This design comes from an exercise in tuning for small area on the open sky130 flow, not from production work. At most, simulation tests tie the RTL to the original design; equivalence was not proved. For run 6, only the layout was checked, not whether the RTL still works. No activity file was given, so power comes from the tool's default toggle rates.

## flow/run.sh

```bash
#!/bin/bash
# synth_recipe.tcl (not shown) runs the flow's synth.tcl, then flattens the netlist and writes it again
# the make line also repeats each setting of config.mk as NAME=value (left out here)
make -C /OpenROAD-flow-scripts/flow DESIGN_CONFIG=/design/flow/config.mk WORK_HOME=/design/flow/orfs CLKGATE_MAP_FILE= SYNTH_SCRIPT=/design/flow/synth_recipe.tcl finish
```

## flow/config.mk

```make
export PLATFORM = sky130hd
export DESIGN_NAME = com_store_buffer
export DESIGN_NICKNAME = com_store_buffer
export VERILOG_FILES = /design/flow/design.v
export SDC_FILE = /design/flow/constraint.sdc
export NUM_CORES = 4
export LEC_CHECK = 0
export CAP_MARGIN = 20
export CORE_MARGIN = 2
export CORE_UTILIZATION = 40
export SLEW_MARGIN = 20
```

## flow/constraint.sdc

```tcl
create_clock -name core_clock -period 8.0 [get_ports {CLK}]
set_input_delay 1.6000 -clock core_clock [delete_from_list [all_inputs] [get_ports {CLK}]]
set_output_delay 1.6000 -clock core_clock [all_outputs]
set_load 0.01 [all_outputs]
```

## flow/design.v

```verilog
module com_store_buffer #(
    parameter int COM_ENTRY_SIZE = 192,
    parameter int DEPTH          = 8,
    parameter int PTR_W          = 3
) (
    input  logic                      CLK,
    input  logic                      RESET,
    input  logic                      FREEZE,
    input  logic [COM_ENTRY_SIZE-1:0] com_entry,
    input  logic                      dmem_ack,
    input  logic [31:0]               fwd_addr,
    input  logic                      debug,
    output logic                      dmem_req,
    output logic [31:0]               dmem_addr,
    output logic [31:0]               dmem_wdata,
    output logic                      fwd_hit,
    output logic [31:0]               fwd_data,
    output logic                      flush_fCOM,
    output logic                      sb_empty,
    output logic [31:0]               commit_count
);
    typedef enum logic {
        IDLE,
        REQ
    } state_t;
    localparam logic [PTR_W:0] CNT_FULL = (PTR_W + 1)'(DEPTH);
    localparam logic [PTR_W:0] CNT_ONE  = (PTR_W + 1)'(1);
    state_t           state;
    logic [PTR_W-1:0] wr_ptr;
    logic [PTR_W-1:0] rd_ptr;
    logic [PTR_W-1:0] nxt_rd;
    logic [PTR_W:0]   count;
    logic [31:0]      addr_q [DEPTH];
    logic [31:0]      data_q [DEPTH];
    logic [31:0] inst;
    logic [31:0] pc4;
    logic [31:0] st_data;
    logic [31:0] st_addr;
    logic        mem_write;
    logic        valid;
    logic        accept;
    logic        push;
    logic        pop;
    logic        unused_bits;
    assign inst      = com_entry[31:0];
    assign pc4       = com_entry[63:32];
    assign st_data   = com_entry[95:64];
    assign st_addr   = com_entry[127:96];
    assign mem_write = com_entry[133];
    assign unused_bits = ^{com_entry[COM_ENTRY_SIZE-1:134],
                           com_entry[132:128], pc4, debug};
    assign valid      = (inst != 32'd0);
    assign flush_fCOM = (count == CNT_FULL);
    assign accept     = valid & ~FREEZE & ~flush_fCOM;
    assign push       = accept & mem_write;
    assign pop        = (state == REQ) & dmem_ack;
    assign nxt_rd     = rd_ptr + PTR_W'(1);
    assign sb_empty   = (count == '0) & (state == IDLE);
    always_ff @(posedge CLK) begin
        if (push) begin
            addr_q[wr_ptr] <= st_addr;
            data_q[wr_ptr] <= st_data;
        end
    end
    always_ff @(posedge CLK or negedge RESET) begin
        if (!RESET) begin
            wr_ptr       <= '0;
            rd_ptr       <= '0;
            count        <= '0;
            commit_count <= '0;
        end else begin
            if (push) wr_ptr <= wr_ptr + PTR_W'(1);
            if (pop) rd_ptr <= nxt_rd;
            unique case ({push, pop})
                2'b10:   count <= count + CNT_ONE;
                2'b01:   count <= count - CNT_ONE;
                default: count <= count;
            endcase
            if (accept) commit_count <= commit_count + 32'd1;
        end
    end
    always_ff @(posedge CLK or negedge RESET) begin
        if (!RESET) begin
            state      <= IDLE;
            dmem_req   <= 1'b0;
            dmem_addr  <= '0;
            dmem_wdata <= '0;
        end else begin
            unique case (state)
                IDLE: begin
                    if (count != '0) begin
                        dmem_req   <= 1'b1;
                        dmem_addr  <= addr_q[rd_ptr];
                        dmem_wdata <= data_q[rd_ptr];
                        state      <= REQ;
                    end
                end
                REQ: begin
                    if (dmem_ack) begin
                        if (count != CNT_ONE) begin
                            dmem_addr  <= addr_q[nxt_rd];
                            dmem_wdata <= data_q[nxt_rd];
                        end else begin
                            dmem_req <= 1'b0;
                            state    <= IDLE;
                        end
                    end
                end
                default: state <= IDLE;
            endcase
        end
    end
    always_comb begin
        logic [PTR_W-1:0] idx;
        idx      = '0;
        fwd_hit  = 1'b0;
        fwd_data = '0;
        for (int k = 0; k < DEPTH; k++) begin
            idx = rd_ptr + PTR_W'(k);
            if (((PTR_W + 1)'(k) < count) && (addr_q[idx] == fwd_addr)) begin
                fwd_hit  = 1'b1;
                fwd_data = data_q[idx];
            end
        end
    end
endmodule
```

==> results.txt, run 1 <==
- The slew at the pin with the worst max-slew slack is 1.16 ns.
- The total of max-cap violations is 0.
- Wires add up to 186 mm.
- The area added between synthesis and finish is 15.9%.
- In this run, distinct cell masters in the synthesized netlist total 83.
- In this run the most critical hold path is launched from commit_count[31].
- For hold timing, the worst endpoint is commit_count[31].
- After synthesis, the mean cell area works out to 13.1 sq um.
- The critical path contains buffers and inverters numbering 7 combined.
- TritonCTS built the clock tree.
- The met3 routed wirelength is 21.5 mm.
- The sequential cell area fraction in the yosys report is 38.0%.
- STA classifies the critical path endpoint as a primary output.
- The synthesized-area fraction occupied by ao, oa, aoi and oai cells is 6.32%.
- The uppermost metal layer occupied by signal nets is met5.
- The tree built by TritonCTS fans out to 620 sinks.
- The switching power of the nets is 12500 uW.
- The source-to-sink clock delay at the later pin of the worst-skew pair is 0.68 ns.
- Subtracting the final worst setup slack from the clock period gives 7.85 ns.
- The first global-routing pass estimated 261 mm of wire.
- Summing the areas of all and, or, nand and nor instances in the mapped netlist gives 8.49% of the synthesized area.
- After the last flow step, the layout net total stands at 4095.
- The die height is 349 um.
- With fillers left out, the area of the finished cells amounts to 55200 sq um.
- STA puts the critical path data arrival time at 6.25 ns.
- After clock tree synthesis, the clock-pin slew on the worst setup and hold paths is 0.06 ns.
- Setup repair after global routing left no endpoint under its margin.
- The count of standard-cell rows is 126.
- The detail route stage leaves a number of antenna-violating nets equal to 0.
- By count the netlist is led by sky130_fd_sc_hd__mux2i_1, sky130_fd_sc_hd__edfxtp_1, sky130_fd_sc_hd__mux4_2.
- Summing all placed instances gives a cell area of 52500 sq um.
- The data required time at the worst endpoint is 6.40 ns.
- The proportion of register bits with asynchronous set or reset after synthesis is 17.4%.
- Counting stages on the worst path, the most repeated cell is sky130_fd_sc_hd__buf_4.
- The primary flip-flop cell chosen by synthesis mapping is sky130_fd_sc_hd__edfxtp_1.
- The total of warnings raised by yosys is 1.
- The run finished with no timing, DRC or antenna violations.
- The first TritonRoute pass finished after 9 iterations.
- In this run the worst hold path is classified as reg2reg.
- Port buffering added 264 buffers.
- The kind of start point of the critical path is a flop.
- In the post-synthesis netlist, the biggest area contributors are sky130_fd_sc_hd__edfxtp_1, sky130_fd_sc_hd__mux4_2, sky130_fd_sc_hd__mux2i_1, sky130_fd_sc_hd__dfrtp_1, sky130_fd_sc_hd__xnor2_1.
- Net switching is 48.0% of the power.
- The setup path with the least slack is of type reg2out.
- The portion of synthesized cell area occupied by the leading cell type is 32.3%.
- The multi-input gate area in the final layout is 27800 sq um.
- The worst register-to-register path has a depth of 11.
- The slack of the critical path is 0.151 ns.
- The DRC violations left is 0.
- After synthesis, the largest family of logic cells by area is multiplexers.
- In this run, synthesis produced a sequential element count of 620.
- The via count of the first global-routing pass was 35300.
- The fraction of layout instances using a drive strength above 1 is 24.6%.
- The floorplan step defined a die boundary enclosing 122000 sq um.
- In this run, synthesis inferred 512 flip-flops with an integrated enable.
- The top achievable clock speed is 0.127 GHz.
- Timing analysis after detailed placement gives a worst setup slack of -0.0673 ns.
- After synthesis, the share of cell area in mux cells is 37.7%.
- The worst hold slack across all endpoints is 0.471 ns.
- The worst stage delay on the critical path is 0.64 ns.
- The internal power is 13500 uW.
- In this run the number of H-tree levels came out at 3.
- The detailed placement HPWL is 126 mm.
- After detailed routing, the wire length on met1 is 74.6 mm.
- The I/O pin count is 361.
- The max-slew violation count was 0.
- The number of hold violations in the final report is 0.
- Summed over all nets, wire length on met2 after detailed routing comes to 83.1 mm.
- The first element of the critical path is rd_ptr[1].
- The clock network power share is 13.0%.
- The post-detailed-route wirelength per cell is 34.2 um.
- The largest vdd supply drop is 0.481 mV.
- The number of cells traversed by the worst hold path is 1.
- The clock buffer count from CTS is 72.
- The cell type contributing the most total cell area after synthesis is sky130_fd_sc_hd__edfxtp_1.
- The global router's overall resource usage is 29.7%.
- The clock root buffer master is sky130_fd_sc_hd__clkbuf_16.
- The xor and xnor fraction of the mapped netlist area is 5.17%.
- On the final layout, the worst clock skew is 0.0367 ns.
- Along the worst path, the maximum fanout reaches 32.
- The slowest stage of the critical path is the sky130_fd_sc_hd__clkdlybuf4s50_1 cell.
- The worst register-to-register path ends at addr_q[6][24].
- Setup violations remaining at the end of the flow were counted as 0.
- The routed via count divided by cell count is 6.85.
- Dividing total power by cell area gives a power density of 471 nW/um^2.
- In the final layout, flip-flops and latches occupy 18100 sq um.
- The weighted congestion at the end of routability-driven global placement is 1.05.
- The netlist area before placement is 47600 sq um.
- For this configuration, the core starts out at a cell density of 40.3%.
- The number of nets produced by synthesis is 3882.
- Traced cell by cell, the critical path runs through clkinvlp_4, ha_4, buf_4, buf_4, mux4_2, xor2_1, nor2_1, o221a_2, nand4_1, buf_4, buf_4, or2_2, buf_6, a31oi_1, o311ai_2, clkdlybuf4s50_1.
- Measured against its own limit, the worst slew margin works out to 22.6%.
- The initial antenna violation count was 18.
- The total area inside the core boundary comes to 118000 sq um.
- The synthesized netlist cell count is 3645.
- For this design the static power due to leakage is 0.0193 uW.
- The instance count on the critical path is 16.
- After layout, the worst path uses 98.1% of the clock period.
- The completed layout was analyzed and its total power is 26000 uW.
- The layout has 10400 filler cells.
- The share of total power dissipated in combinational logic is 70.3%.
- Summed over all layers, the global routing overflow is 0.
- After Yosys synthesis, full adders, half adders and majority gates account for 0.210% of the synthesized area.
- Detailed routing inserted a total of 37400 vias.
- The cell family contributing the most delay on the critical path is buffers and inverters.
- The number of DRC markers in iteration 0 is 4832.
- Sequential cells burn 16.6% of the power.
- The startpoint of the worst-slack reg-to-reg timing path is count[0].
- The most common cell in the synthesized netlist is sky130_fd_sc_hd__mux2i_1.
- No sink is reached through more buffers than the 3 on the longest clock path.
- In this run the register-to-register setup slack is 3.70 ns.
- The horizontal die dimension is 349 um.
- The largest net degree at the start of global routing is 152.
==> cell type report <==
cell class | instances | area share [%]
Sequential cell | 620 | 32.8
Clock buffer | 90 | 3.50
Timing Repair Buffer | 486 | 8.68
Tap cell | 1536 | 3.48
Antenna cell | 2 | 0.00906
Inverter | 40 | 0.290
Clock inverter | 42 | 0.875
Multi-Input combinational cell | 2638 | 50.4
==> metal layers <==
layer | GRT usage [%] | up-vias
met4 | 9.71 | 24
li1 | - | 15200
met1 | 41.8 | 19200
met3 | 6.99 | 408
met2 | 45.3 | 2530
met5 | 0.0800 | -
==> cells in the final DEF (no fill, tap or decap), types with 32 or more instances in the layout <==
cell,instances
sky130_fd_sc_hd__nor2_1,84
sky130_fd_sc_hd__edfxtp_1,512
sky130_fd_sc_hd__xor2_1,35
sky130_fd_sc_hd__and3_1,32
sky130_fd_sc_hd__nor3_1,53
sky130_fd_sc_hd__clkdlybuf4s50_1,262
sky130_fd_sc_hd__buf_4,185
sky130_fd_sc_hd__a31oi_1,45
sky130_fd_sc_hd__nand2_1,313
sky130_fd_sc_hd__mux2i_1,523
sky130_fd_sc_hd__nand4_1,134
sky130_fd_sc_hd__a21o_1,35
sky130_fd_sc_hd__a21oi_1,55
sky130_fd_sc_hd__nor4_1,33
sky130_fd_sc_hd__a211oi_1,37
sky130_fd_sc_hd__mux2_2,72
sky130_fd_sc_hd__o21ai_0,34
sky130_fd_sc_hd__xnor2_1,240
sky130_fd_sc_hd__dfrtp_1,105
sky130_fd_sc_hd__clkbuf_16,78
sky130_fd_sc_hd__o22ai_1,46
sky130_fd_sc_hd__mux4_1,34
sky130_fd_sc_hd__mux4_2,488
sky130_fd_sc_hd__nand3_1,74
==> worst reg2reg max path, cell delays in order (launching register included) <==
cell and delay (ns):
sky130_fd_sc_hd__dfrtp_1 0.45, sky130_fd_sc_hd__inv_1 0.07, sky130_fd_sc_hd__ha_1 0.26, sky130_fd_sc_hd__nand2_1 0.09, sky130_fd_sc_hd__nor2_1 0.08, sky130_fd_sc_hd__nor3_1 0.62
sky130_fd_sc_hd__nand2_1 0.47, sky130_fd_sc_hd__inv_1 0.21, sky130_fd_sc_hd__nand2_1 0.17, sky130_fd_sc_hd__nor3b_2 0.31, sky130_fd_sc_hd__buf_4 0.50, sky130_fd_sc_hd__buf_4 0.66
==> repair_timing <==
action | CTS | global route
hold buffers | 0 | 0
pin swaps | 1 | 1
endpoints found under the setup margin | 33 | 32
setup buffers | 6 | 1
cloned | 1 | 5
resized for setup | 12 | 18
==> registers in the layout (all words and copies together), names as in the netlist <==
signal	count
addr_q	256
data_q	256
commit_count	32
dmem_addr	32
dmem_wdata	32
count	4
rd_ptr	3
wr_ptr	3
dmem_req	1
state	1
==> per-stage QoR <==
stage / utilization [%] / cells / TNS [ns]
CTS: 46.6 / 5447 / 0
global placement: 44.4 / 5308 / -0.0446
finish: 46.8 / 5454 / 0
floorplan: - / 3645 / 0
detailed placement: 44.4 / 5308 / -0.108
global route: 46.8 / 5452 / 0
==> power groups by stage <==
stage	clock [uW]	sequential, uW	combinational (uW)
after floorplan	0	4330	12100
after global placement	0	4350	17400
after detailed placement	0	4370	17400
after CTS	3450	4310	17700
after global routing	3570	4380	18900
final	3390	4320	18300
==> worst max-delay path by stage <==
stage | endpoint | slack, ns
global route | fwd_data[2] | 0.004
global placement | fwd_data[26] | -0.02
finish | fwd_data[26] | 0.15
CTS | fwd_data[30] | 0.0002
detailed placement | fwd_data[28] | -0.07
floorplan | addr_q[6][0] | 0.08
==> cells by family (layout without fill, tap and decap cells) <==
group,Yosys count,in the layout
flip-flops,620,620
XOR/XNOR,281,281
AO/OA/AOI/OAI,417,417
multiplexers,1118,1118
buffers and inverters,387,658
AND/OR/NAND/NOR,814,814
adder cells (fa/ha/maj),8,8
other,0,2
==> run 2, diff against run 1 <==
==> flow/design.v (replaced) <==
module com_store_buffer #(
    parameter int COM_ENTRY_SIZE = 192,
    parameter int DEPTH          = 8,
    parameter int PTR_W          = 3
) (
    input  logic                      CLK,
    input  logic                      RESET,
    input  logic                      FREEZE,
    input  logic [COM_ENTRY_SIZE-1:0] com_entry,
    input  logic                      dmem_ack,
    input  logic [31:0]               fwd_addr,
    input  logic                      debug,
    output logic                      dmem_req,
    output logic [31:0]               dmem_addr,
    output logic [31:0]               dmem_wdata,
    output logic                      fwd_hit,
    output logic [31:0]               fwd_data,
    output logic                      flush_fCOM,
    output logic                      sb_empty,
    output logic [31:0]               commit_count
);
    logic [PTR_W:0]   count;
    logic             sent;           
    logic [31:0]      addr_q [DEPTH];
    logic [31:0]      data_q [DEPTH];
    logic [31:0] inst;
    logic [31:0] pc4;
    logic [31:0] st_data;
    logic [31:0] st_addr;
    logic        mem_write;
    logic        valid;
    logic        accept;
    logic        push;
    logic        pop;
    logic        unused_bits;
    assign inst      = com_entry[31:0];
    assign pc4       = com_entry[63:32];
    assign st_data   = com_entry[95:64];
    assign st_addr   = com_entry[127:96];
    assign mem_write = com_entry[133];
    assign unused_bits = ^{com_entry[COM_ENTRY_SIZE-1:134],
                           com_entry[132:128], pc4, debug};
    assign valid      = (inst != 32'd0);
    assign flush_fCOM = count[PTR_W];
    assign accept     = valid & ~FREEZE & ~flush_fCOM;
    assign push       = accept & mem_write;
    assign pop        = dmem_req & dmem_ack;
    assign sb_empty   = (count == '0) & ~dmem_req;
    always_ff @(posedge CLK) begin
        if (push) begin
            addr_q[0] <= st_addr;
            data_q[0] <= st_data;
            for (int i = 1; i < DEPTH; i++) begin
                addr_q[i] <= addr_q[i-1];
                data_q[i] <= data_q[i-1];
            end
        end
    end
    always_ff @(posedge CLK or negedge RESET) begin
        if (!RESET) begin
            count        <= '0;
            dmem_req     <= 1'b0;
            sent         <= 1'b0;
            commit_count <= '0;
        end else begin
            if (push & ~pop) count <= count + 1'b1;
            else if (pop & ~push) count <= count - 1'b1;
            if (!dmem_req) dmem_req <= (count != '0);
            else if (dmem_ack) dmem_req <= (count != 1);
            sent <= sent | dmem_req;
            if (accept) commit_count <= commit_count + 32'd1;
        end
    end
    logic [DEPTH-1:0] rd_sel;
    always_comb begin
        for (int i = 0; i < DEPTH; i++)
            rd_sel[i] = (count == (PTR_W + 1)'(i + 1)) & (dmem_req | (i != 0)) |
                        (~dmem_req & sent & (count == (PTR_W + 1)'(i)));
    end
    always_comb begin
        dmem_addr  = '0;
        dmem_wdata = '0;
        for (int i = 0; i < DEPTH; i++) begin
            dmem_addr  = dmem_addr  | ({32{rd_sel[i]}} & addr_q[i]);
            dmem_wdata = dmem_wdata | ({32{rd_sel[i]}} & data_q[i]);
        end
    end
    logic [DEPTH-1:0] match;
    logic [DEPTH-1:0] first;
    always_comb begin
        logic seen;
        seen = 1'b0;
        for (int i = 0; i < DEPTH; i++) begin
            match[i] = ((PTR_W + 1)'(i) < count) && (addr_q[i] == fwd_addr);
            first[i] = match[i] & ~seen;
            seen     = seen | match[i];
        end
        fwd_hit  = seen;
        fwd_data = '0;
        for (int i = 0; i < DEPTH; i++)
            fwd_data = fwd_data | ({32{first[i]}} & data_q[i]);
    end
endmodule
--- a/flow/config.mk
+++ b/flow/config.mk
@@ -7,5 +7,6 @@
 export LEC_CHECK = 0
 export CAP_MARGIN = 20
 export CORE_MARGIN = 2
-export CORE_UTILIZATION = 40
+export CORE_UTILIZATION = 60
+export CTS_BUF_LIST = sky130_fd_sc_hd__clkbuf_4
 export SLEW_MARGIN = 20
==> run 2 against run 1 <==
Against the previous run:
- critical path depth decreased by 5
- global-route usage increased by 5.7 points
- routed wire length decreased by 58%
- utilization increased by 26 points
- clock power decreased by 25%
- power decreased by 66%
- final cell count decreased by 48%
- worst hold slack got worse by 0.0048 ns
- setup slack improved by 0.32 ns
- non-clock buffer count decreased by 180
- largest cell class is now flip-flops and latches
- largest power group is now sequential cells
==> results.txt, run 2 <==
- The flow ran to the end and the layout has no timing, DRC or antenna violations.
- The via count of the first global-routing pass is 18500.
- The total detailed-routing wirelength is 78.3 mm.
- The horizontal die dimension is 210 um.
- By startpoint and endpoint, the worst setup path is classified as in2out.
- The slowest stage of the critical path belongs to the cell sky130_fd_sc_hd__clkdlybuf4s50_1.
- The count of filler cells inserted in the layout is 2881.
- The post-detailed-route wirelength per cell is 27.4 um.
- The via total after detailed routing is 19100.
- The top achievable clock speed is 0.133 GHz.
- The DRC violations left is 0.
- The total power density per cell area is 291 nW/um^2.
- The cell family contributing the most delay on the critical path is buffers and inverters.
- The leakage power summed over all cells is 0.0103 uW.
- The tightest slew margin relative to the limit is 20.0%.
- The final worst-path cycle share is 94.1%.
- The area growth from synthesis to layout is 19.7%.
- In this run the vertical extent of the chip is 210 um.
- The data arrival time of the critical path is 5.93 ns.
- The kind of start point of the critical path is an input pin.
- At the worst endpoint, the required time is 6.40 ns.
- The weighted congestion at the end of routability-driven global placement is 0.981.
- The count of cells resized by post-cts repair is 0.
- In this run the tool buffered the top-level ports with 264 buffer cells.
- Dividing the synthesized area by the synthesized cell count gives 13.5 sq um.
- In this run the deepest clock path goes through 3 buffers.
- Of the post-synthesis cell area, the dominant cell type holds 60.3%.
- The Yosys step of the flow raised 3 warnings.
- The overall overflow remaining after global route is 0.
- The cell type contributing the most total cell area after synthesis is sky130_fd_sc_hd__edfxtp_1.
- Together, buffers and inverters on the worst path number 4.
- The source-to-sink clock delay at the later pin of the worst-skew pair is 1.04 ns.
- The max-slew violation count is 0.
- The library cells used most frequently in the layout, excluding fill and tap cells, are sky130_fd_sc_hd__edfxtp_1, sky130_fd_sc_hd__clkdlybuf4s50_1, sky130_fd_sc_hd__clkbuf_4, sky130_fd_sc_hd__xor2_1, sky130_fd_sc_hd__a22oi_1.
- In the final layout, the share of cells above drive strength 1 is 13.9%.
- The final antenna-violating net count is 0.
- After synthesis, the share of flip-flops with an asynchronous set or reset is 6.91%.
- The initial antenna violation count was 6.
- Setup repair after global routing left no endpoint under its margin.
- Entering global routing, the biggest net connects 203 pins.
- The initial cell density of the core is 60.8%.
- The number of flip-flops and latches in the synthesized netlist is 550.
- In the post-synthesis netlist, the biggest area contributors are sky130_fd_sc_hd__edfxtp_1, sky130_fd_sc_hd__xor2_1, sky130_fd_sc_hd__xnor2_1, sky130_fd_sc_hd__a22oi_1, sky130_fd_sc_hd__dfrtp_1.
- The clock buffer count from CTS is 147.
- For the pin with the worst max-slew slack, the measured transition is 1.20 ns.
- The CTS clock-pin slew for the worst setup and hold paths is 0.05 ns.
- In this design, the stage delay of the slowest critical-path cell is 0.68 ns.
- The number of distinct library cell variants in the gate-level netlist after synthesis is 59.
- Hold repair after CTS inserted 0 buffers.
- The worst-case IR drop observed on VDD is 0.210 mV.
- The first routing iteration left 3007 violations.
- For this run, the total global-route usage over all layers was measured as 35.4%.
- The primary flip-flop cell chosen by synthesis mapping is sky130_fd_sc_hd__edfxtp_1.
- The first TritonRoute pass finished after 10 iterations.
- The number of nets produced by synthesis is 2122.
- The worst-case clock skew is 0.0599 ns.
- In this run the worst hold path is classified as reg2reg.
- The tree is rooted in a sky130_fd_sc_hd__clkbuf_4.
- In the synthesized netlist, the cells that appear most often are sky130_fd_sc_hd__edfxtp_1, sky130_fd_sc_hd__xor2_1, sky130_fd_sc_hd__a22oi_1.
- Once the clock tree was built, the setup fixing pass inserted 0 buffers.
- The sequential cell area fraction in the yosys report is 64.0%.
- Setup violations remaining at the end of the flow were counted as 0.
- The critical path goes through clkdlybuf4s50_1, xnor2_1, nand4_1, nor4_1, and3_1, buf_12, nor2_2, nand4_1, buf_4, o2111ai_1, clkdlybuf4s50_1.
- Synthesis produced 1886 cells.
- The largest registers in the layout are addr_q: 256 flops, data_q: 256 flops, commit_count: 32 flops.
- The minimum clock period after layout is 7.53 ns.
- The accumulated negative setup slack is 0 ns.
- The routed via count divided by cell count is 6.70.
- The category of the worst setup path capture point is a primary output.
- Once detailed placement completed, the half-perimeter wirelength came to 48.2 mm.
- The synthesized netlist occupies a cell area of 25500 sq um.
- The clock tree from TritonCTS is yes.
- The global-route wire length before repair is 115 mm.
- The number of hold violations in the final report is 0.
- The initialized floorplan defines 75 standard-cell rows.
- The sum of internal, switching and leakage power is 8890 uW.
- By instance count, the leading cell after synthesis is sky130_fd_sc_hd__edfxtp_1.
- The total of max-cap violations is 0.
- The I/O pin count is 361.
- The library cell used most frequently in the layout, excluding fill and tap cells, is sky130_fd_sc_hd__edfxtp_1.
- The number of sinks on the clock net is 550.
- The overall die area is 44200 sq um.
- Of all nets on the critical path, the largest fanout is 34.
- For this run, the post-layout net count is 2437.
- The count of H-tree levels built during CTS is 4.
- The area of the placeable core is 41900 sq um.
- In this run, synthesis inferred 512 flip-flops with an integrated enable.
==> run 2: cell families after synthesis <==
group           Yosys count  synth area share (%)
compound gates          338                  10.7
xor+xnor                291                  10.0
fa+ha+maj                 7                 0.343
buf+inv                 184                  3.23
flops                   550                  64.0
mux                       2                0.0834
simple gates            514                  11.7
==> run 2: path summary, 6_finish.rpt <==
check                                 start                to  slack, ns  depth (start not counted)
min in group asynchronous             RESET  commit_count[19]       0.71                          1
min                        commit_count[31]  commit_count[31]       0.47                          1
max in group asynchronous             RESET  commit_count[17]       6.75                          1
max reg2reg                        count[3]     data_q[1][17]       4.95                          4
max                            fwd_addr[13]       fwd_data[5]       0.47                         11
min reg2reg                commit_count[31]  commit_count[31]       0.47                          1
==> run 2: report_power, final <==
| group | leakage (uW) | internal [uW] | total, uW | switching [uW] |
|---|---|---|---|---|
| registers | 0.00518 | 3560 | 3830 | 270 |
| logic | 0.00401 | 1080 | 2540 | 1460 |
| clock network | 0.00109 | 1310 | 2530 | 1220 |
==> run 2: area by class of cell <==
class	count	area [sq um]	share of cell area, %
Antenna cell	13	32.5	0.107
Clock buffer	212	1590	5.21
Clock inverter	39	231	0.758
Inverter	44	165	0.541
Multi-Input combinational cell	1152	8460	27.7
Sequential cell	550	16300	53.5
Tap cell	539	674	2.21
Timing Repair Buffer	306	3040	9.97
==> run 2: per-stage QoR <==
step,setup slack [ns],utilization [%],std cells,area [sq um],hold WS [ns]
2_1_floorplan,1.38,-,1886,25500,0.428
3_3_place_gp,0.690,68.2,2588,28600,0.444
3_5_place_dp,0.634,68.2,2589,28600,0.450
4_1_cts,0.636,72.6,2840,30400,0.468
5_1_grt,0.422,72.7,2847,30500,0.478
6_report,0.473,72.8,2855,30500,0.466
==> run 2: routing by layer <==
metal  wire, um  up-vias  GRT usage (%)
li1           -     8134              -
met1      31000     9300           50.2
met2      34600     1465           51.0
met3       9960      222           11.0
met4       2720        2           15.1
met5         16        -              0
==> run 3, diff against run 2 <==
--- a/flow/config.mk
+++ b/flow/config.mk
@@ -7,6 +7,5 @@
 export LEC_CHECK = 0
 export CAP_MARGIN = 20
 export CORE_MARGIN = 2
-export CORE_UTILIZATION = 60
-export CTS_BUF_LIST = sky130_fd_sc_hd__clkbuf_4
+export CORE_UTILIZATION = 40
 export SLEW_MARGIN = 20
==> run 3 against run 2 <==
Against the previous run:
- critical path type unchanged
- largest cell class unchanged
- utilization decreased by 24 points
- cell area increased by 1.4%
- register-to-register slack got worse by 0.87 ns
==> results.txt, run 3 <==
- The run finished with no timing, DRC or antenna violations.
- The number of non-filler instances in the completed layout is 3023.
- The post-detailed-route wirelength per cell is 27.7 um.
- Leaving out fill and tap cells, the most frequent cell in the layout is sky130_fd_sc_hd__edfxtp_1.
- The category of the worst setup path capture point is a primary output.
- Of the available clock period, the critical path in the final layout requires 93.8%.
- Timing would allow up to 0.133 GHz.
- The routed via count divided by cell count is 6.09.
- The internal power is 6090 uW.
- In this run, the clock network consumes 29.1% of the power.
- The cell with the biggest individual delay on the critical path is sky130_fd_sc_hd__clkdlybuf4s50_1.
- Row generation in the floorplan step produced 92 rows.
- The synthesized design contains 512 enable-type register cells.
- The number of flip-flops and latches in the synthesized netlist is 550.
- The core region is 63100 sq um.
- The clock tree from TritonCTS is yes.
- Setup repair after global routing left no endpoint under its margin.
- Measured along the y axis, the die boundary spans 256 um.
- The via count of the first global-routing pass is 17900.
- After clock tree synthesis, the clock-pin slew on the worst setup and hold paths is 0.06 ns.
- In the layout the commonest cells are sky130_fd_sc_hd__edfxtp_1, sky130_fd_sc_hd__clkdlybuf4s50_1, sky130_fd_sc_hd__xor2_1, sky130_fd_sc_hd__a22oi_1, sky130_fd_sc_hd__nand2_1.
- The count of hold-fix buffers inserted at cts is 0.
- The per-instance average area after synthesis is 13.5 sq um.
- The netlist area before placement is 25500 sq um.
- The number of cells traversed by the worst hold path is 1.
- The share of power burned in combinational logic is 28.6%.
- The cell family contributing the most delay on the critical path is buffers and inverters.
- The synthesized netlist cell count is 1886.
- The overall die area is 65800 sq um.
- The number of nets produced by synthesis is 2122.
- Measured in cells, the most critical reg-to-reg path has a length of 5.
- The worst min-delay path endpoint is commit_count[31].
- The worst register-to-register path has a setup slack of 4.08 ns.
- The critical setup path kind is in2out.
- The port buffer count is 264.
- The worst hold path begins at commit_count[31].
- Among all cell types in the netlist, the one instantiated most often is sky130_fd_sc_hd__edfxtp_1.
- The worst stage delay on the critical path is 0.77 ns.
- In this run the remaining antenna-violating nets after routing total 0.
- For this run, the total global-route usage over all layers was measured as 24.6%.
- CTS placed an instance of sky130_fd_sc_hd__clkbuf_16 at the clock tree root.
- The initial antenna violation count was 4.
- The first detailed-routing pass took 8 iterations.
- Setup violations remaining at the end of the flow were counted as 0.
- In this run switching power makes up 32.9% of total power.
- The share of the Yosys chip area taken by registers is 64.0%.
- The number of clock buffers added by TritonCTS is 59.
- The initial utilization of the core area, before any placement, comes to 40.4%.
- The slew at the pin with the worst max-slew slack is 1.23 ns.
- Gates resized during post-CTS repair numbered 0.
- Entering global routing, the biggest net connects 172 pins.
- The via total after detailed routing is 18400.
- The first global-routing pass estimated 122 mm of wire.
- The number of buffers added for setup after CTS is 0.
- The largest vdd supply drop is 0.249 mV.
- The source-to-sink clock delay at the later pin of the worst-skew pair is 0.65 ns.
- The area added between synthesis and finish is 21.3%.
- The total of warnings raised by yosys is 3.
- The minimum clock period after layout is 7.50 ns.
- The overall overflow remaining after global route is 0.
- The worst-case clock skew is 0.0234 ns.
- The max-slew violation count is 0.
- Pin placement for this block handled 361 I/O pins.
- The worst register-to-register path ends at data_q[4][11].
- The detailed placement HPWL is 52.3 mm.
- The largest fanout of any net on the critical path is 66.
- Routability-driven placement finished with a final weighted congestion of 0.923.
- The class of the most critical hold timing path is reg2reg.
- At the worst endpoint, the arrival time is 5.90 ns.
- The proportion of register bits with asynchronous set or reset after synthesis is 6.91%.
- The number of sinks on the clock net is 550.
- The buffering stage count on the worst path with inverters included is 4.
- The worst pin sits at a relative slew slack of 17.9%.
- The synthesized design spends more area on one cell type than any other, namely sky130_fd_sc_hd__edfxtp_1.
- The number of distinct library cell variants in the gate-level netlist after synthesis is 59.
- Sorting the synthesized cells by how often they occur yields sky130_fd_sc_hd__edfxtp_1, sky130_fd_sc_hd__xor2_1, sky130_fd_sc_hd__a22oi_1.
- In this run the critical register-to-register path is launched from count[3].
- The total of max-cap violations is 0.
- The accumulated negative setup slack is 0 ns.
- Cells with a size suffix above 1 make up 8.46% of the layout.
- The primary flip-flop cell chosen by synthesis mapping is sky130_fd_sc_hd__edfxtp_1.
- The leakage power summed over all cells is 0.0101 uW.
- The number of hold violations in the final report is 0.
- Wires add up to 83.7 mm.
- The data required time at the worst endpoint is 6.40 ns.
- The clock tree buffer depth is 3.
- The count of filler cells inserted in the layout is 5470.
- Of the post-synthesis cell area, the dominant cell type holds 60.3%.
- For this design the total switching power over the nets is 2980 uW.
- The die is 256 um wide.
- In this run the number of H-tree levels came out at 2.
- In the routed design, unresolved DRC markers number 0.
- Ranked by total cell area, the synthesized netlist is headed by sky130_fd_sc_hd__edfxtp_1, sky130_fd_sc_hd__xor2_1, sky130_fd_sc_hd__xnor2_1, sky130_fd_sc_hd__a22oi_1, sky130_fd_sc_hd__dfrtp_1.
- The net count of the finished layout is 2362.
- The largest registers in the layout are addr_q: 256 flops, data_q: 256 flops, commit_count: 32 flops.
- In this run the power density over the cells is 293 nW/um^2.
- The number of instances in the placed design is 2911.
- The number of DRC markers in iteration 0 is 2998.
- Walking the worst path, the cells encountered are clkdlybuf4s50_1, xor2_1, nor4_1, nand4_1, nor3_4, buf_4, nor2_1, nand4_1, buf_4, o2111ai_1, clkdlybuf4s50_1.
- The worst setup path is launched from an input pin.
- Sequential cells account for 42.3% of the total power.
run 3: worst register-to-register path, stage by stage, from the launching register on:
cell,delay [ns]
sky130_fd_sc_hd__dfrtp_1,0.57
sky130_fd_sc_hd__nor2_1,0.19
sky130_fd_sc_hd__o21a_1,0.26
sky130_fd_sc_hd__and2_4,0.77
sky130_fd_sc_hd__buf_12,0.62
sky130_fd_sc_hd__buf_4,1.11
run 3: worst max-delay path by stage:
stage	start	endpoint	cells after the start
2_1_floorplan	com_entry[28]	count[2]	8
3_3_place_gp	fwd_addr[7]	fwd_data[3]	11
3_5_place_dp	fwd_addr[7]	fwd_data[15]	10
4_1_cts	fwd_addr[7]	fwd_data[3]	11
5_1_grt	fwd_addr[7]	fwd_data[3]	11
6_report	fwd_addr[7]	fwd_data[3]	11
run 3: final cells by class:
type / count / area [sq um] / area share (%)
repair buffers: 319 / 3100 / 10.0
well taps: 846 / 1060 / 3.42
multi-input cells: 1152 / 8460 / 27.3
clock buffers: 79 / 1580 / 5.11
clock inverters: 31 / 246 / 0.797
flip-flops and latches: 550 / 16300 / 52.8
inverters: 44 / 165 / 0.534
diodes: 2 / 5.00 / 0.0162
run 3: routing by layer:
layer / wire length [um] / GRT usage (%)
met5: 13 / 0
met4: 2900 / 8.41
met3: 8050 / 4.73
met2: 37600 / 37.2
met1: 35100 / 35.5
run 3: power groups by stage:
stage / sequential, uW / combinational [uW] / clock, uW
4_1_cts: 3830 / 2580 / 2680
3_3_place_gp: 3870 / 2560 / 0
3_5_place_dp: 3880 / 2570 / 0
6_report: 3830 / 2590 / 2640
2_1_floorplan: 3820 / 1180 / 0
5_1_grt: 3870 / 2700 / 2790
run 3: cells by family (layout without fill, tap and decap cells):
family,count (synthesis),after routing,synth area share (%)
AO/OA/AOI/OAI,338,338,10.7
XOR/XNOR,291,291,10.0
adder cells (fa/ha/maj),7,7,0.343
buffers and inverters,184,473,3.23
flip-flops,550,550,64.0
multiplexers,2,2,0.0834
other,0,2,0
AND/OR/NAND/NOR,514,514,11.7
run 3: metrics by stage:
stage                     hold slack (ns)  setup WS (ns)  util, %  instance area [sq um]  total power [uW]
after floorplan                     0.428           1.38        -                  25500              5010
after global placement              0.443          0.598     46.1                  29100              6430
after CTS                           0.464          0.544     49.0                  30900              9080
after global routing                0.477          0.319     49.0                  30900              9350
after detailed placement            0.448          0.559     46.1                  29100              6450
final                               0.467          0.496     49.0                  30900              9070
==> run 4, diff against run 3 <==
==> flow/flow/run.sh (new file) <==
#!/bin/bash
set -euo pipefail
here=$(pwd)
export MY_ABC_SCRIPT=$here/flow/abc_area.script
export BUFFER_PORTS_ARGS="-buffer_cell sky130_fd_sc_hd__buf_1"
export CTS_ARGS="-sink_clustering_enable -repair_clock_nets -dont_use_dummy_load -buf_list {sky130_fd_sc_hd__clkbuf_4 sky130_fd_sc_hd__clkbuf_8} -sink_clustering_size 16 -sink_clustering_max_diameter 60"
bash standard.sh SYNTH_SCRIPT=$here/flow/synth.tcl finish > $here/make_finish.log 2>&1
==> flow/flow/abc_area.script (new file) <==
&get -n
&st
&dch -f
&nf -R 1000
&st
&dch -f
&nf -R 1000
&put
==> flow/flow/synth.tcl (new file) <==
# The standard synthesis script, with abc given an area-oriented
# mapping script in place of ORFS's delay-oriented one. Everything before
# abc (and so every register and its name) is the same as the standard run.
proc synth {args} { yosys synth -nofsm -noshare {*}$args }
proc abc {args} {
  set i [lsearch -exact $args -script]
  if {$i >= 0} {
    set args [lreplace $args [expr {$i + 1}] [expr {$i + 1}] $::env(MY_ABC_SCRIPT)]
  }
  yosys abc {*}$args
}
source $::env(SCRIPTS_DIR)/synth.tcl
# left out here: clear keep_hierarchy, flatten, clean up, hide names made inside functions, write 1_2_yosys.v
==> flow/standard.sh (new file) <==
#!/bin/bash
# synth_recipe.tcl (not shown) runs the flow's synth.tcl, then flattens the netlist and writes it again
# the make line also repeats each setting of config.mk as NAME=value (left out here)
make -C /OpenROAD-flow-scripts/flow DESIGN_CONFIG=/design/flow/config.mk WORK_HOME=/design/flow/orfs CLKGATE_MAP_FILE= SYNTH_SCRIPT=/design/flow/synth_recipe.tcl "${@:-finish}"
--- a/flow/config.mk
+++ b/flow/config.mk
@@ -7,5 +7,5 @@
 export LEC_CHECK = 0
 export CAP_MARGIN = 20
 export CORE_MARGIN = 2
-export CORE_UTILIZATION = 40
+export CORE_UTILIZATION = 50
 export SLEW_MARGIN = 20
removed: flow/run.sh
==> run 4 against run 3 <==
Against the previous run:
- utilization increased by 7.9 points
- synthesized cell count fell by 19%
- setup slack improved by 0.23 ns
- clock skew rose by 0.040 ns
- maximum frequency grew 3.2%
- cell area fell by 15%
- routed wire length shrank 4.8%
- non-clock buffer count did not move
- clock power fell by 47%
- register-to-register slack improved by 0.27 ns
- critical endpoint is now fwd_data[30]
- largest power group unchanged
==> results.txt, run 4 <==
- The number of enable-type register cells in the synthesized netlist is 512.
- The internal portion of the total power is 4690 uW.
- The number of buffers added for setup after CTS is 0.
- In the layout the commonest cells are sky130_fd_sc_hd__edfxtp_1, sky130_fd_sc_hd__buf_1, sky130_fd_sc_hd__a222oi_1, sky130_fd_sc_hd__xor2_1, sky130_fd_sc_hd__clkinv_1.
- The initial antenna violation count is 5.
- STA puts the critical path data arrival time at 5.67 ns.
- The synthesized netlist cell count is 1531.
- The max-slew violation count is 0.
- The startpoint of the worst-slack reg-to-reg timing path is count[3].
- The worst min-delay path endpoint is data_q[5][12].
- In this run the power density over the cells is 276 nW/um^2.
- For this run, design rule violations remaining after detail routing come to 0.
- The count of H-tree levels built during CTS is 2.
- The routed metal-1 wirelength is 30.7 mm.
- The data required time at the worst endpoint is 6.40 ns.
- The clock tree buffer depth is 3.
- In this run, synthesis produced a sequential element count of 550.
- In the global route stage, overall resource usage came out at 31.8%.
- The largest registers in the layout are addr_q: 256 flops, data_q: 256 flops, commit_count: 32 flops.
- The sequential power share is 52.9%.
- The run finished with no timing, DRC or antenna violations.
- The critical path goes through buf_1, clkinv_1, a22o_1, a221oi_1, nand4_1, nor4_1, nand4_1, nor2_2, buf_4, a221o_1, a221o_1, buf_1.
- In the final routed layout, each cell accounts on average for 31.8 um.
- Routed signal wires occupy layers up through met5.
- Summing all multi-input logic gate instances after layout gives 6940 sq um.
- The category of the worst setup path capture point is a primary output.
- Registers take 16300 sq um.
- The endpoint of the most critical register-to-register path is addr_q[7][7].
- The clock buffer count from CTS is 45.
- The final-report setup violation count is 0.
- The count of filler cells inserted in the layout is 3814.
- The final layout contains 2133 nets.
- After clock tree synthesis, the flow added hold-fix buffers numbering 0.
- On the worst path, the slowest cell contributes a delay of 0.72 ns.
- The via total after detailed routing is 17600.
- After global routing the overflow that remains totals 0.
- Setup repair after global routing left no endpoint under its margin.
- The buffering stage count on the worst path with inverters included is 4.
- The port buffer count is 264.
- The count of nets left with antenna violations once routing finished came out at 0.
- For this run, the detailed router's first-pass iteration total came to 11.
- The netlist area before placement is 23500 sq um.
- The floorplan has 79 rows.
- The weighted congestion at the end of routability-driven global placement is 1.02.
- The die is 221 um wide.
- The primary flip-flop cell chosen by synthesis mapping is sky130_fd_sc_hd__edfxtp_1.
- Cells fill 56.9% of the core in the end.
- Per report_power, the clock group accounts for 19.2% of the total.
- The top achievable clock speed is 0.137 GHz.
- Clock latency on the worst-skew pair, taken at its later pin, is 0.70 ns.
- The start point of the worst hold path is data_q[4][12].
- A synthesized cell averages 15.4 sq um.
- The setup slack of the most critical reg-to-reg path is 4.35 ns.
- The share of power burned in combinational logic is 27.9%.
- The CTS clock-pin slew for the worst setup and hold paths is 0.09 ns.
- In this run the biggest area consumer among cell types represents 65.4% of the synthesized area.
- The kind of start point of the critical path is an input pin.
- From synthesis to final layout, the design area changed by 12.5%.
- The most common library cell in the layout ignoring fill and taps is sky130_fd_sc_hd__edfxtp_1.
- Dividing the final minimum period by the clock period gives 90.9%.
- The number of sinks on the clock net is 550.
- The largest vdd supply drop is 0.241 mV.
- In the final timing run, aggregate negative setup slack is 0 ns.
- The core region is 46500 sq um.
- The fraction of layout instances using a drive strength above 1 is 6.17%.
- The count of cells resized by post-cts repair is 0.
- The met3 routed wirelength is 9.22 mm.
- The first global-routing pass estimated 116 mm of wire.
- The worst setup path is of the in2out kind.
- The tightest slew margin relative to the limit is 22.8%.
- sky130_fd_sc_hd__edfxtp_1 is the most common cell in the netlist.
- After synthesis, the cell types taking the most area are sky130_fd_sc_hd__edfxtp_1, sky130_fd_sc_hd__a222oi_1, sky130_fd_sc_hd__dfrtp_1, sky130_fd_sc_hd__xor2_1, sky130_fd_sc_hd__a221o_1.
- The detailed placement HPWL is 52.3 mm.
- Of the total power, the share spent switching nets is 35.8%.
- The sequential cell area fraction in the yosys report is 69.5%.
- The overall die area is 48800 sq um.
- Entering global routing, the biggest net connects 188 pins.
- The clock root buffer master is sky130_fd_sc_hd__clkbuf_8.
- Summed over all layers, the routed wires come to 79.6 mm.
- The proportion of register bits with asynchronous set or reset after synthesis is 6.91%.
- The number of distinct library cell variants in the gate-level netlist after synthesis is 39.
- Counting instances in the post-synthesis netlist gives the leading cell types as sky130_fd_sc_hd__edfxtp_1, sky130_fd_sc_hd__a222oi_1, sky130_fd_sc_hd__xor2_1.
- The leakage power summed over all cells is 0.00838 uW.
- After layout, the minimum clock period comes to 7.27 ns.
- Broken down by cell family, the worst path's largest delay share belongs to simple AND/OR/NAND/NOR gates.
- The number of DRC markers in iteration 0 is 3174.
- From bottom edge to top edge, the die measures 221 um.
- The I/O pin count is 361.
- The via count of the first global-routing pass is 16900.
- After detailed routing, the met2 layer carries 36.9 mm of wire.
- The number of nets produced by synthesis is 1767.
- Measured in cells, the most critical reg-to-reg path has a length of 7.
- The initial cell density of the core is 50.6%.
- The total of warnings raised by yosys is 3.
- For the final database, setup skew stands at 0.0631 ns.
- The total of max-cap violations is 0.
- Among all stages on the critical path, the largest delay is contributed by sky130_fd_sc_hd__nor2_2.
- Using the TritonRoute via totals, the vias-per-cell ratio works out to 7.03.
- In this run the worst hold path is classified as reg2reg.
- The cell type contributing the most total cell area after synthesis is sky130_fd_sc_hd__edfxtp_1.
- Along the worst hold path, the cell count comes to 0.
- TritonCTS built the clock tree.
- The number of hold violations in the final report is 0.
- The slew at the pin with the worst max-slew slack is 1.16 ns.
- Along the worst path, the maximum fanout reaches 12.
- Hold is met by 0.452 ns.
- In this run the power spent charging and discharging nets is 2610 uW.
## run 4: routing by layer
metal | up-vias | global-route usage (%)
met3 | 165 | 7.02
met5 | - | 0
met2 | 1305 | 49.8
met4 | 6 | 11.1
met1 | 8756 | 44.2
li1 | 7372 | -
## run 4: kinds of logic after synthesis
group,synth area share (%)
DFF,69.5
AOI/OAI and AO/OA,17.3
and+or+nand+nor,5.51
xor gates and xnor gates,5.78
buffers and inverters,1.57
adders and majority gates,0.373
## run 4: worst max-delay path by stage
stage / startpoint / to / slack, ns / cells after the start
2_1_floorplan: fwd_addr[18] / fwd_data[0] / 0.49 / 9
3_3_place_gp: fwd_addr[5] / fwd_data[14] / 0.94 / 15
3_5_place_dp: fwd_addr[5] / fwd_data[26] / 0.92 / 15
4_1_cts: fwd_addr[5] / fwd_data[26] / 0.91 / 15
5_1_grt: fwd_addr[21] / fwd_data[26] / 0.75 / 17
6_report: fwd_addr[16] / fwd_data[30] / 0.73 / 12
## run 4: cell type report
cell class / instances / area share, %
inverter: 98 / 1.39
clock buffer: 45 / 2.34
timing repair buffer: 319 / 5.41
sequential: 550 / 61.7
tap: 607 / 2.87
multi-input combinational: 883 / 26.2
antenna: 2 / 0.0189
## run 4: per-stage QoR
stage | cell area, sq um | setup WS (ns) | power [uW] | cells
global placement | 25800 | 0.941 | 5930 | 2457
CTS | 26400 | 0.909 | 7320 | 2502
finish | 26400 | 0.727 | 7310 | 2504
detailed placement | 25800 | 0.920 | 5940 | 2457
global route | 26400 | 0.751 | 7600 | 2503
floorplan | 23500 | 0.491 | 4990 | 1531
## run 4: power by group through the flow
| stage | Clock, uW | Sequential (uW) | Combinational [uW] |
|---|---|---|---|
| after floorplan | 0 | 3850 | 1130 |
| after global placement | 0 | 3910 | 2020 |
| after detailed placement | 0 | 3920 | 2030 |
| after CTS | 1430 | 3860 | 2030 |
| after global routing | 1520 | 3900 | 2170 |
| final | 1400 | 3870 | 2040 |
==> run 5, diff against run 4 <==
==> flow/flow/run.sh (replaced) <==
#!/bin/bash
set -euo pipefail
here=$(pwd)
export MY_ABC_SCRIPT=$here/flow/abc_area.script
export BUFFER_PORTS_ARGS="-buffer_cell sky130_fd_sc_hd__buf_1"
export CTS_ARGS="-sink_clustering_enable -repair_clock_nets -dont_use_dummy_load -buf_list {sky130_fd_sc_hd__clkbuf_4 sky130_fd_sc_hd__clkbuf_8} -sink_clustering_size 16 -sink_clustering_max_diameter 60"
# standard.sh with its synthesis script replaced by flow/synth.tcl
sed "s|SYNTH_SCRIPT=[^ ]*|SYNTH_SCRIPT=$here/flow/synth.tcl|" standard.sh > my_standard.sh
grep -q "SYNTH_SCRIPT=$here/flow/synth.tcl" my_standard.sh
bash my_standard.sh finish > $here/make_finish.log 2>&1
==> run 5 against run 4 <==
Against the previous run:
- critical path type unchanged
- global-route usage is the same
- first-iteration DRC count stayed put
- setup slack unchanged
- die area unchanged
- via count is the same
- power unchanged
- clock power about the same
- critical endpoint unchanged
- critical path depth unchanged
- highest routed layer unchanged
==> results.txt, run 5 <==
- Global routing finished with a remaining overflow of 0.
- Global routing used 49.8% of the available met2 tracks.
- In the finished design, the share of the clock period the worst path needs comes to 90.9%.
- Traced cell by cell, the critical path runs through buf_1, clkinv_1, a22o_1, a221oi_1, nand4_1, nor4_1, nand4_1, nor2_2, buf_4, a221o_1, a221o_1, buf_1.
- The final antenna-violating net count is 0.
- The worst-case IR drop observed on VDD is 0.241 mV.
- The number of hold violations in the final report is 0.
- The netlist area before placement is 23500 sq um.
- For the finished layout, the period the worst path requires is 7.27 ns.
- In the layout the commonest cells are sky130_fd_sc_hd__edfxtp_1, sky130_fd_sc_hd__buf_1, sky130_fd_sc_hd__a222oi_1, sky130_fd_sc_hd__xor2_1, sky130_fd_sc_hd__clkinv_1.
- The final-report setup violation count is 0.
- The count of cells resized by post-cts repair is 0.
- In this run, synthesis inferred 512 flip-flops with an integrated enable.
- In the global route stage, met1 resource usage came out at 44.2%.
- In this run the count of I/O pins placed on the die edge is 361.
- For this run, the total global-route usage over all layers was measured as 31.8%.
- For this run, the leading register cell type out of synthesis is sky130_fd_sc_hd__edfxtp_1.
- After clock tree synthesis, the setup repair step added 0 buffers.
- The number of sinks on the clock net is 550.
- Headroom to the max-slew limit came out at 22.8%.
- The overall die area is 48800 sq um.
- The final core utilization is 56.9%.
- The worst-case clock skew is 0.0631 ns.
- Each instance of the synthesized netlist takes up on average 15.4 sq um.
- The synthesized netlist cell count is 1531.
- Summed over all nets, the half-perimeter wirelength after detailed placement is 52.3 mm.
- The top achievable clock speed is 0.137 GHz.
- In the final layout, the multi-input gates occupy 6940 sq um.
- The total power density per cell area is 276 nW/um^2.
- The number of nets produced by synthesis is 1767.
- For this run, the number of Yosys warnings is 3.
- The class of the most critical hold timing path is reg2reg.
- The most common cell in the synthesized netlist is sky130_fd_sc_hd__edfxtp_1.
- For the pin with the worst max-slew slack, the measured transition is 1.16 ns.
- Setup repair after global routing left no endpoint under its margin.
- The tool flagged a number of max-cap violations equal to 0.
- By count the netlist is led by sky130_fd_sc_hd__edfxtp_1, sky130_fd_sc_hd__a222oi_1, sky130_fd_sc_hd__xor2_1.
- The sequential cell area fraction in the yosys report is 69.5%.
- The via total after detailed routing is 17600.
- The routed via count divided by cell count is 7.03.
- At the worst endpoint, the arrival time is 5.67 ns.
- The max-slew violation count was 0.
- The clock tree buffer depth is 3.
- The cell type contributing the most total cell area after synthesis is sky130_fd_sc_hd__edfxtp_1.
- The count of H-tree levels built during CTS is 2.
- During placement, the flow inserted port buffers numbering 264.
- Of all flip-flops after synthesis, the portion carrying an async set or reset was 6.91%.
- The largest net degree at the start of global routing is 188.
- In this run, the number of DRC markers left after iteration 0 of detailed routing was 3174.
- The first global-routing pass estimated 116 mm of wire.
- The horizontal die dimension is 221 um.
- The top cell type by area accounts for 65.4% of the synthesized area.
- The initialized floorplan defines 79 standard-cell rows.
- The clock root buffer master is sky130_fd_sc_hd__clkbuf_8.
- The fraction of layout instances using a drive strength above 1 is 6.17%.
- The clock tree from TritonCTS is yes.
- Summed over all cells, the static leakage comes to 0.00838 uW.
- The kind of cell with the highest combined delay along the critical path is simple AND/OR/NAND/NOR gates.
- The filler cells instantiated in the layout total 3814.
- At the end of routability-driven placement, the weighted congestion stood at 1.02.
- The library cell used most frequently in the layout, excluding fill and tap cells, is sky130_fd_sc_hd__edfxtp_1.
- The count of hold-fix buffers inserted at cts is 0.
- After detailed routing, the number of remaining DRC violations is 0.
- The source-to-sink clock delay at the later pin of the worst-skew pair is 0.70 ns.
- After detailed routing, the average wire length per cell comes to 31.8 um.
- The synthesized design contains 550 register bits.
- The flow ran to the end and the layout has no timing, DRC or antenna violations.
- The worst stage delay on the critical path is 0.72 ns.
- Once the floorplan was initialized, standard cells occupied 50.6% of the core.
- The via count of the first global-routing pass was 16900.
- The accumulated negative setup slack is 0 ns.
- The met3 usage in global routing is 7.02%.
- The largest fanout of any net on the critical path is 12.
- The sequential cell area in the final layout is 16300 sq um.
- Relative to the synthesized area, the layout overhead comes to 12.5%.
- The CTS clock-pin slew for the worst setup and hold paths is 0.09 ns.
- The core region is 46500 sq um.
- On the critical path, the stage with the largest delay is an instance of sky130_fd_sc_hd__nor2_2.
- The worst setup path is launched from an input pin.
- The worst setup path is captured at a primary output.
- After global routing, the most crowded layer is met2.
- The largest registers in the layout are addr_q: 256 flops, data_q: 256 flops, commit_count: 32 flops.
- The first detailed-routing pass took 11 iterations.
- The setup path with the least slack is of type in2out.
- The data required time at the worst endpoint is 6.40 ns.
- The net count of the finished layout is 2133.
- The number of distinct library cell variants in the gate-level netlist after synthesis is 39.
- Together, buffers and inverters on the worst path number 4.
- The initial antenna violation count is 5.
- Buffers inserted during clock tree synthesis total 45.
- The routed design has 79.6 mm of wire.
- The die height is 221 um.
- Ranked by total cell area, the synthesized netlist is headed by sky130_fd_sc_hd__edfxtp_1, sky130_fd_sc_hd__a222oi_1, sky130_fd_sc_hd__dfrtp_1, sky130_fd_sc_hd__xor2_1, sky130_fd_sc_hd__a221o_1.
[run 5: cell counts after synthesis]
No cell type changed its count.
[run 5: area by class of cell]
cell class                      count  area share (%)
Sequential cell                   550            61.7
Multi-Input combinational cell    883            26.2
Timing Repair Buffer              319            5.41
Tap cell                          607            2.87
Clock buffer                       45            2.34
Inverter                           98            1.39
Antenna cell                        2          0.0189
[run 5: final timing paths]
kind	startpoint	cells past startpoint	endpoint	slack, ns
worst min-delay path	data_q[4][12]	0	data_q[5][12]	0.45
min in group asynchronous	RESET	1	count[0]	1.07
worst max-delay path	fwd_addr[16]	12	fwd_data[30]	0.73
worst min register to register	data_q[4][12]	0	data_q[5][12]	0.45
max in group asynchronous	RESET	1	commit_count[16]	6.38
worst max register to register	count[3]	7	addr_q[7][7]	4.35
[run 5: kinds of logic (layout without fill, tap and decap cells)]
family,Yosys count,after routing,synth area share (%)
XOR/XNOR,155,155,5.78
AND/OR/NAND/NOR,245,245,5.51
adder cells (fa/ha/maj),7,7,0.373
other,0,2,0
buffers and inverters,98,462,1.57
AO/OA/AOI/OAI,476,476,17.3
flip-flops,550,550,69.5
[run 5: metal layers]
metal	vias up	wire (um)
met5	-	35
met4	6	2830
met3	165	9220
met2	1305	36900
met1	8756	30700
li1	7372	-
[run 5: power breakdown]
group          internal (uW)  switching (uW)  leakage (uW)
Clock                    504             899      0.000324
Combinational            630            1410       0.00285
Sequential              3560             305       0.00521
[run 5: stage by stage]
| stage | instances | setup WS [ns] | power [uW] | hold slack, ns | cell area (sq um) |
|---|---|---|---|---|---|
| finish | 2504 | 0.727 | 7310 | 0.452 | 26400 |
| global route | 2503 | 0.751 | 7600 | 0.457 | 26400 |
| CTS | 2502 | 0.909 | 7320 | 0.445 | 26400 |
| detailed placement | 2457 | 0.920 | 5940 | 0.462 | 25800 |
| global placement | 2457 | 0.941 | 5930 | 0.454 | 25800 |
| floorplan | 1531 | 0.491 | 4990 | 0.441 | 23500 |
[run 5: worst reg2reg max path, cell delays in order (launching register included)]
cell and delay (ns):
sky130_fd_sc_hd__dfrtp_1 0.40, sky130_fd_sc_hd__buf_4 0.20, sky130_fd_sc_hd__nor2_1 0.09, sky130_fd_sc_hd__o21ai_0 0.28, sky130_fd_sc_hd__clkinv_1 0.16, sky130_fd_sc_hd__and2_4 0.52
sky130_fd_sc_hd__buf_4 0.55, sky130_fd_sc_hd__buf_4 0.95
==> run 6, diff against run 5 <==
==> flow/design.v (replaced) <==
module com_store_buffer #(
    parameter int COM_ENTRY_SIZE = 192,
    parameter int DEPTH          = 8,
    parameter int PTR_W          = 3
) (
    input  logic                      CLK,
    input  logic                      RESET,
    input  logic                      FREEZE,
    input  logic [COM_ENTRY_SIZE-1:0] com_entry,
    input  logic                      dmem_ack,
    input  logic [31:0]               fwd_addr,
    input  logic                      debug,
    output logic                      dmem_req,
    output logic [31:0]               dmem_addr,
    output logic [31:0]               dmem_wdata,
    output logic                      fwd_hit,
    output logic [31:0]               fwd_data,
    output logic                      flush_fCOM,
    output logic                      sb_empty,
    output logic [31:0]               commit_count
);
    localparam int QD = DEPTH - 1;
    logic [PTR_W-1:0] qcnt;           
    logic [31:0]      addr_q [QD];
    logic [31:0]      data_q [QD];
    logic [31:0] inst;
    logic [31:0] pc4;
    logic [31:0] st_data;
    logic [31:0] st_addr;
    logic        mem_write;
    logic        valid;
    logic        accept;
    logic        push;
    logic        load;
    logic        unused_bits;
    assign inst      = com_entry[31:0];
    assign pc4       = com_entry[63:32];
    assign st_data   = com_entry[95:64];
    assign st_addr   = com_entry[127:96];
    assign mem_write = com_entry[133];
    assign unused_bits = ^{com_entry[COM_ENTRY_SIZE-1:134],
                           com_entry[132:128], pc4, debug};
    assign valid      = (inst != 32'd0);
    assign flush_fCOM = dmem_req & (qcnt == PTR_W'(QD));
    assign accept     = valid & ~FREEZE & ~flush_fCOM;
    assign push       = accept & mem_write;
    assign load       = (qcnt != '0) & (~dmem_req | dmem_ack);
    assign sb_empty   = (qcnt == '0) & ~dmem_req;
    always_ff @(posedge CLK) begin
        if (push) begin
            addr_q[0] <= st_addr;
            data_q[0] <= st_data;
            for (int i = 1; i < QD; i++) begin
                addr_q[i] <= addr_q[i-1];
                data_q[i] <= data_q[i-1];
            end
        end
    end
    logic [QD-1:0] head;
    always_comb
        for (int i = 0; i < QD; i++) head[i] = (qcnt == PTR_W'(i + 1));
    logic [31:0] head_addr;
    logic [31:0] head_data;
    always_comb begin
        head_addr = '0;
        head_data = '0;
        for (int i = 0; i < QD; i++) begin
            head_addr = head_addr | ({32{head[i]}} & addr_q[i]);
            head_data = head_data | ({32{head[i]}} & data_q[i]);
        end
    end
    always_ff @(posedge CLK or negedge RESET) begin
        if (!RESET) begin
            qcnt         <= '0;
            dmem_req     <= 1'b0;
            dmem_addr    <= '0;
            dmem_wdata   <= '0;
            commit_count <= '0;
        end else begin
            if (push & ~load) qcnt <= qcnt + 1'b1;
            else if (load & ~push) qcnt <= qcnt - 1'b1;
            dmem_req <= (qcnt != '0) | (dmem_req & ~dmem_ack);
            if (load) begin
                dmem_addr  <= head_addr;
                dmem_wdata <= head_data;
            end
            if (accept) commit_count <= commit_count + 32'd1;
        end
    end
    logic [DEPTH-1:0] match;
    logic [DEPTH-1:0] first;
    logic [31:0]      cand [DEPTH];
    always_comb begin
        logic seen;
        for (int i = 0; i < QD; i++) begin
            match[i] = (PTR_W'(i) < qcnt) && (addr_q[i] == fwd_addr);
            cand[i]  = data_q[i];
        end
        match[QD] = dmem_req && (dmem_addr == fwd_addr);
        cand[QD]  = dmem_wdata;
        seen = 1'b0;
        for (int i = 0; i < DEPTH; i++) begin
            first[i] = match[i] & ~seen;
            seen     = seen | match[i];
        end
        fwd_hit  = seen;
        fwd_data = '0;
        for (int i = 0; i < DEPTH; i++)
            fwd_data = fwd_data | ({32{first[i]}} & cand[i]);
    end
endmodule
--- a/flow/config.mk
+++ b/flow/config.mk
@@ -8,4 +8,5 @@
 export CAP_MARGIN = 20
 export CORE_MARGIN = 2
 export CORE_UTILIZATION = 50
+export GPL_TIMING_DRIVEN = 0
 export SLEW_MARGIN = 20
==> run 6 against run 5 <==
Against the previous run:
- combinational power is 12% higher
- still clean
- largest power group unchanged
- die area shrank 0.77%
- synthesized area down 0.78%
- register-to-register slack worse by 0.43 ns
- first-iteration DRC count increased by 4.0%
- critical path depth is 1 higher
- via count up 4.3%
- global-route usage increased by 3.3 points
==> results.txt, run 6 <==
- The first global-routing pass estimated 121 mm of wire.
- The total overflow left after global routing is 0.
- The via total after detailed routing is 18400.
- The initial cell density of the core is 50.4%.
- At the worst endpoint, the required time is 6.40 ns.
- The synthesized netlist occupies a cell area of 23300 sq um.
- The switching part of the total power is 36.5%.
- The run finished with no timing, DRC or antenna violations.
- The data arrival time of the critical path is 6.16 ns.
- Setup repair after global routing left no endpoint under its margin.
- Row generation in the floorplan step produced 79 rows.
- Between clock sinks in the finished design, the worst skew comes to 0.0695 ns.
- The largest fanout of any net on the critical path is 18.
- Prior to clock tree synthesis, the placed netlist has a worst setup slack of 0.386 ns.
- The detailed router finished its first iteration with 3301 violations.
- After layout, the design draws a total of 7650 uW.
- After layout, the minimum clock period comes to 7.76 ns.
- The global router's overall resource usage is 35.1%.
- The startpoint of the worst-slack reg-to-reg timing path is qcnt[1].
- The total of warnings raised by yosys is 4.
- In this run the tool buffered the top-level ports with 264 buffer cells.
- Post-CTS timing repair inserted 0 buffers for setup.
- The area added between synthesis and finish is 14.9%.
- For the worst-skew pair, the clock arrives at the later sink with an insertion delay of 0.68 ns.
- Counting along the longest clock path gives a buffer depth of 3.
- Static timing analysis puts the maximum clock frequency at 0.129 GHz.
- The H-tree was split into 2 levels.
- In the final layout, the registers with the most flip-flops are addr_q: 224 flops, data_q: 224 flops.
- Wires add up to 85.4 mm.
- In this run the static leakage power is 0.00867 uW.
- The setup slack of the most critical reg-to-reg path is 3.92 ns.
- The portion of synthesized cell area occupied by the leading cell type is 57.7%.
- The critical setup path kind is in2out.
- Sorting the synthesized cells by area gives the leading types as sky130_fd_sc_hd__edfxtp_1, sky130_fd_sc_hd__dfrtp_1, sky130_fd_sc_hd__a222oi_1, sky130_fd_sc_hd__a221oi_1, sky130_fd_sc_hd__xor2_1.
- The worst min-delay path endpoint is data_q[4][22].
- The die covers 48400 sq um.
- The number of hold violations in the final report is 0.
- IR analysis of the VDD net gives a maximum drop of 0.182 mV.
- The clock root buffer master is sky130_fd_sc_hd__clkbuf_8.
- Setup slack on the critical path of the routed design comes to 0.238 ns.
- A synthesized cell averages 14.5 sq um.
- Once placement completed, the tool counted placed cells totaling 2534.
- The switching power of the nets is 2790 uW.
- Among all cell types in the netlist, the one instantiated most often is sky130_fd_sc_hd__edfxtp_1.
- The kind of start point of the critical path is an input pin.
- For this run, the number of standard cells in the final layout without fillers is 2583.
- The first element of the critical path is fwd_addr[7].
- The class of the most critical hold timing path is reg2reg.
- In this run, distinct cell masters in the synthesized netlist total 37.
- In this run the power density over the cells is 286 nW/um^2.
- The horizontal die dimension is 220 um.
- The primary flip-flop cell chosen by synthesis mapping is sky130_fd_sc_hd__edfxtp_1.
- The cell with the biggest individual delay on the critical path is sky130_fd_sc_hd__a221oi_1.
- Registers are responsible for 51.9% of the overall power.
- The internal power is 4860 uW.
- Dividing the detail-routed wire length by the instance count gives 33.1 um.
- The clock buffer count from CTS is 45.
- The tightest slew margin relative to the limit is 34.2%.
- Combinational logic burns 29.8% of the power.
- The share of the Yosys chip area taken by registers is 68.4%.
- The number of hold buffers added after CTS was 0.
- The cell type contributing the most total cell area after synthesis is sky130_fd_sc_hd__edfxtp_1.
- Setup violations remaining at the end of the flow were counted as 0.
- The commonest cells after synthesis are sky130_fd_sc_hd__edfxtp_1, sky130_fd_sc_hd__clkinv_1, sky130_fd_sc_hd__a221oi_1.
- The number of flip-flops and latches in the synthesized netlist is 548.
- The post-route netlist has 5.83% of its cells at a drive strength greater than 1.
- Counting flops with an async set or reset pin after synthesis yields a share of 18.2%.
- The initial antenna violation count is 9.
- The via count of the first global-routing pass came to 17100.
- The count of nets left with antenna violations once routing finished came out at 0.
- The detailed placement HPWL is 59.5 mm.
- The worst stage delay on the critical path is 0.81 ns.
- The max-slew violation count is 0.
- The die is 220 um tall.
- The start point of the worst hold path is data_q[3][22].
- At the end of routability-driven placement, the weighted congestion stood at 1.05.
- The number of search-and-repair iterations in the first detailed-routing pass is 10.
- 361 I/O pins were placed.
- For the pin with the worst max-slew slack, the measured transition is 0.987 ns.
- The library cells used most frequently in the layout, excluding fill and tap cells, are sky130_fd_sc_hd__edfxtp_1, sky130_fd_sc_hd__buf_1, sky130_fd_sc_hd__clkinv_1, sky130_fd_sc_hd__a221oi_1, sky130_fd_sc_hd__a222oi_1.
- For this run, design rule violations remaining after detail routing come to 0.
- The tree built by TritonCTS fans out to 548 sinks.
- Entering global routing, the biggest net connects 78 pins.
- The count of cells resized by post-cts repair is 0.
- The routed via count divided by cell count is 7.11.
- When the netlist entered floorplanning its net count stood at 1849.
- The worst-case reg-to-reg path depth is 17.
- The critical path goes through buf_1, clkinv_1, a221oi_1, nand3_1, nor4_4, clkinv_1, nand4_1, nor2b_1, nand2_2, buf_16, o2111ai_1, a221o_1, buf_1.
- The clock network power share is 18.4%.
- The total area inside the core boundary comes to 46300 sq um.
- The category of the worst setup path capture point is a primary output.
- At the end of the flow, the number of nets in the layout was 2211.
- Counting instances, the worst hold path has a depth of 0.
- The tool flagged a number of max-cap violations equal to 0.
- The number of enable-type register cells in the synthesized netlist is 448.
- The library cell used most frequently in the layout, excluding fill and tap cells, is sky130_fd_sc_hd__edfxtp_1.
- The CTS clock-pin slew for the worst setup and hold paths is 0.10 ns.
- Synthesis produced 1612 cells.
- The final worst-path cycle share is 97.0%.
- The clock tree from TritonCTS is yes.
- The endpoint identified for the worst register-to-register timing path is commit_count[30].
==> run 6: cell type report <==
class                           instances  area (sq um)
Inverter                              129           489
Timing Repair Buffer                  315          1980
Antenna cell                            4          10.0
Sequential cell                       548         16000
Clock buffer                           45           619
Tap cell                              607           759
Fill cell                            3761         19500
Multi-Input combinational cell        935          6990
==> run 6: per-layer routing <==
metal	global-route usage (%)	vias up	wire length, um
li1	-	7566	-
met1	50.0	9152	32900
met2	52.7	1399	38500
met3	7.95	236	10400
met4	13.2	12	3540
met5	0	-	80
==> run 6: stage by stage <==
stage               cell area [sq um]  utilization (%)  hold WS, ns  setup TNS [ns]
floorplan                       23300                -        0.448               0
global placement                25100             54.2        0.457         -587.43
detailed placement              26200             56.6        0.461               0
CTS                             26800             57.9        0.471               0
global route                    26800             57.9        0.483               0
finish                          26800             57.9        0.471               0
==> run 6: kinds of logic (layout without fill, tap and decap cells) <==
kind of cell / count (synthesis) / after routing / synth area share, %
flip-flops: 548 / 548 / 68.4
AO/OA/AOI/OAI: 527 / 527 / 18.8
AND/OR/NAND/NOR: 276 / 276 / 5.66
buffers and inverters: 129 / 489 / 2.08
XOR/XNOR: 124 / 124 / 4.66
adder cells (fa/ha/maj): 8 / 8 / 0.429
other: 0 / 4 / 0
==> run 6: how the worst max path moves through the flow <==
stage | endpoint
after detailed placement | fwd_data[21]
after floorplan | fwd_data[0]
final | fwd_data[23]
after global placement | fwd_data[29]
after CTS | fwd_data[21]
after global routing | fwd_data[21]
==> run 6: power by group through the flow <==
stage	Clock, uW	Combinational [uW]	Sequential (uW)
after detailed placement	0	2230	4010
after global routing	1520	2400	4000
after global placement	0	2090	4030
final	1410	2280	3970
after floorplan	0	1120	3960
after CTS	1430	2240	3950
==> run 6: worst max-delay path, delay by kind of cell <==
kind            cells  cell delay (ns)
compound gates      3             1.27
simple gates        5             1.62
buf+inv             5             1.64

Setup slack of run 6, layout unchanged: 0.238 ns with ideal ports, 0.209 ns with driving cells assumed (clock clkbuf_16, inputs buf_2), 0.209 ns with port delays also shifted by the 0.702 ns mid clock arrival.
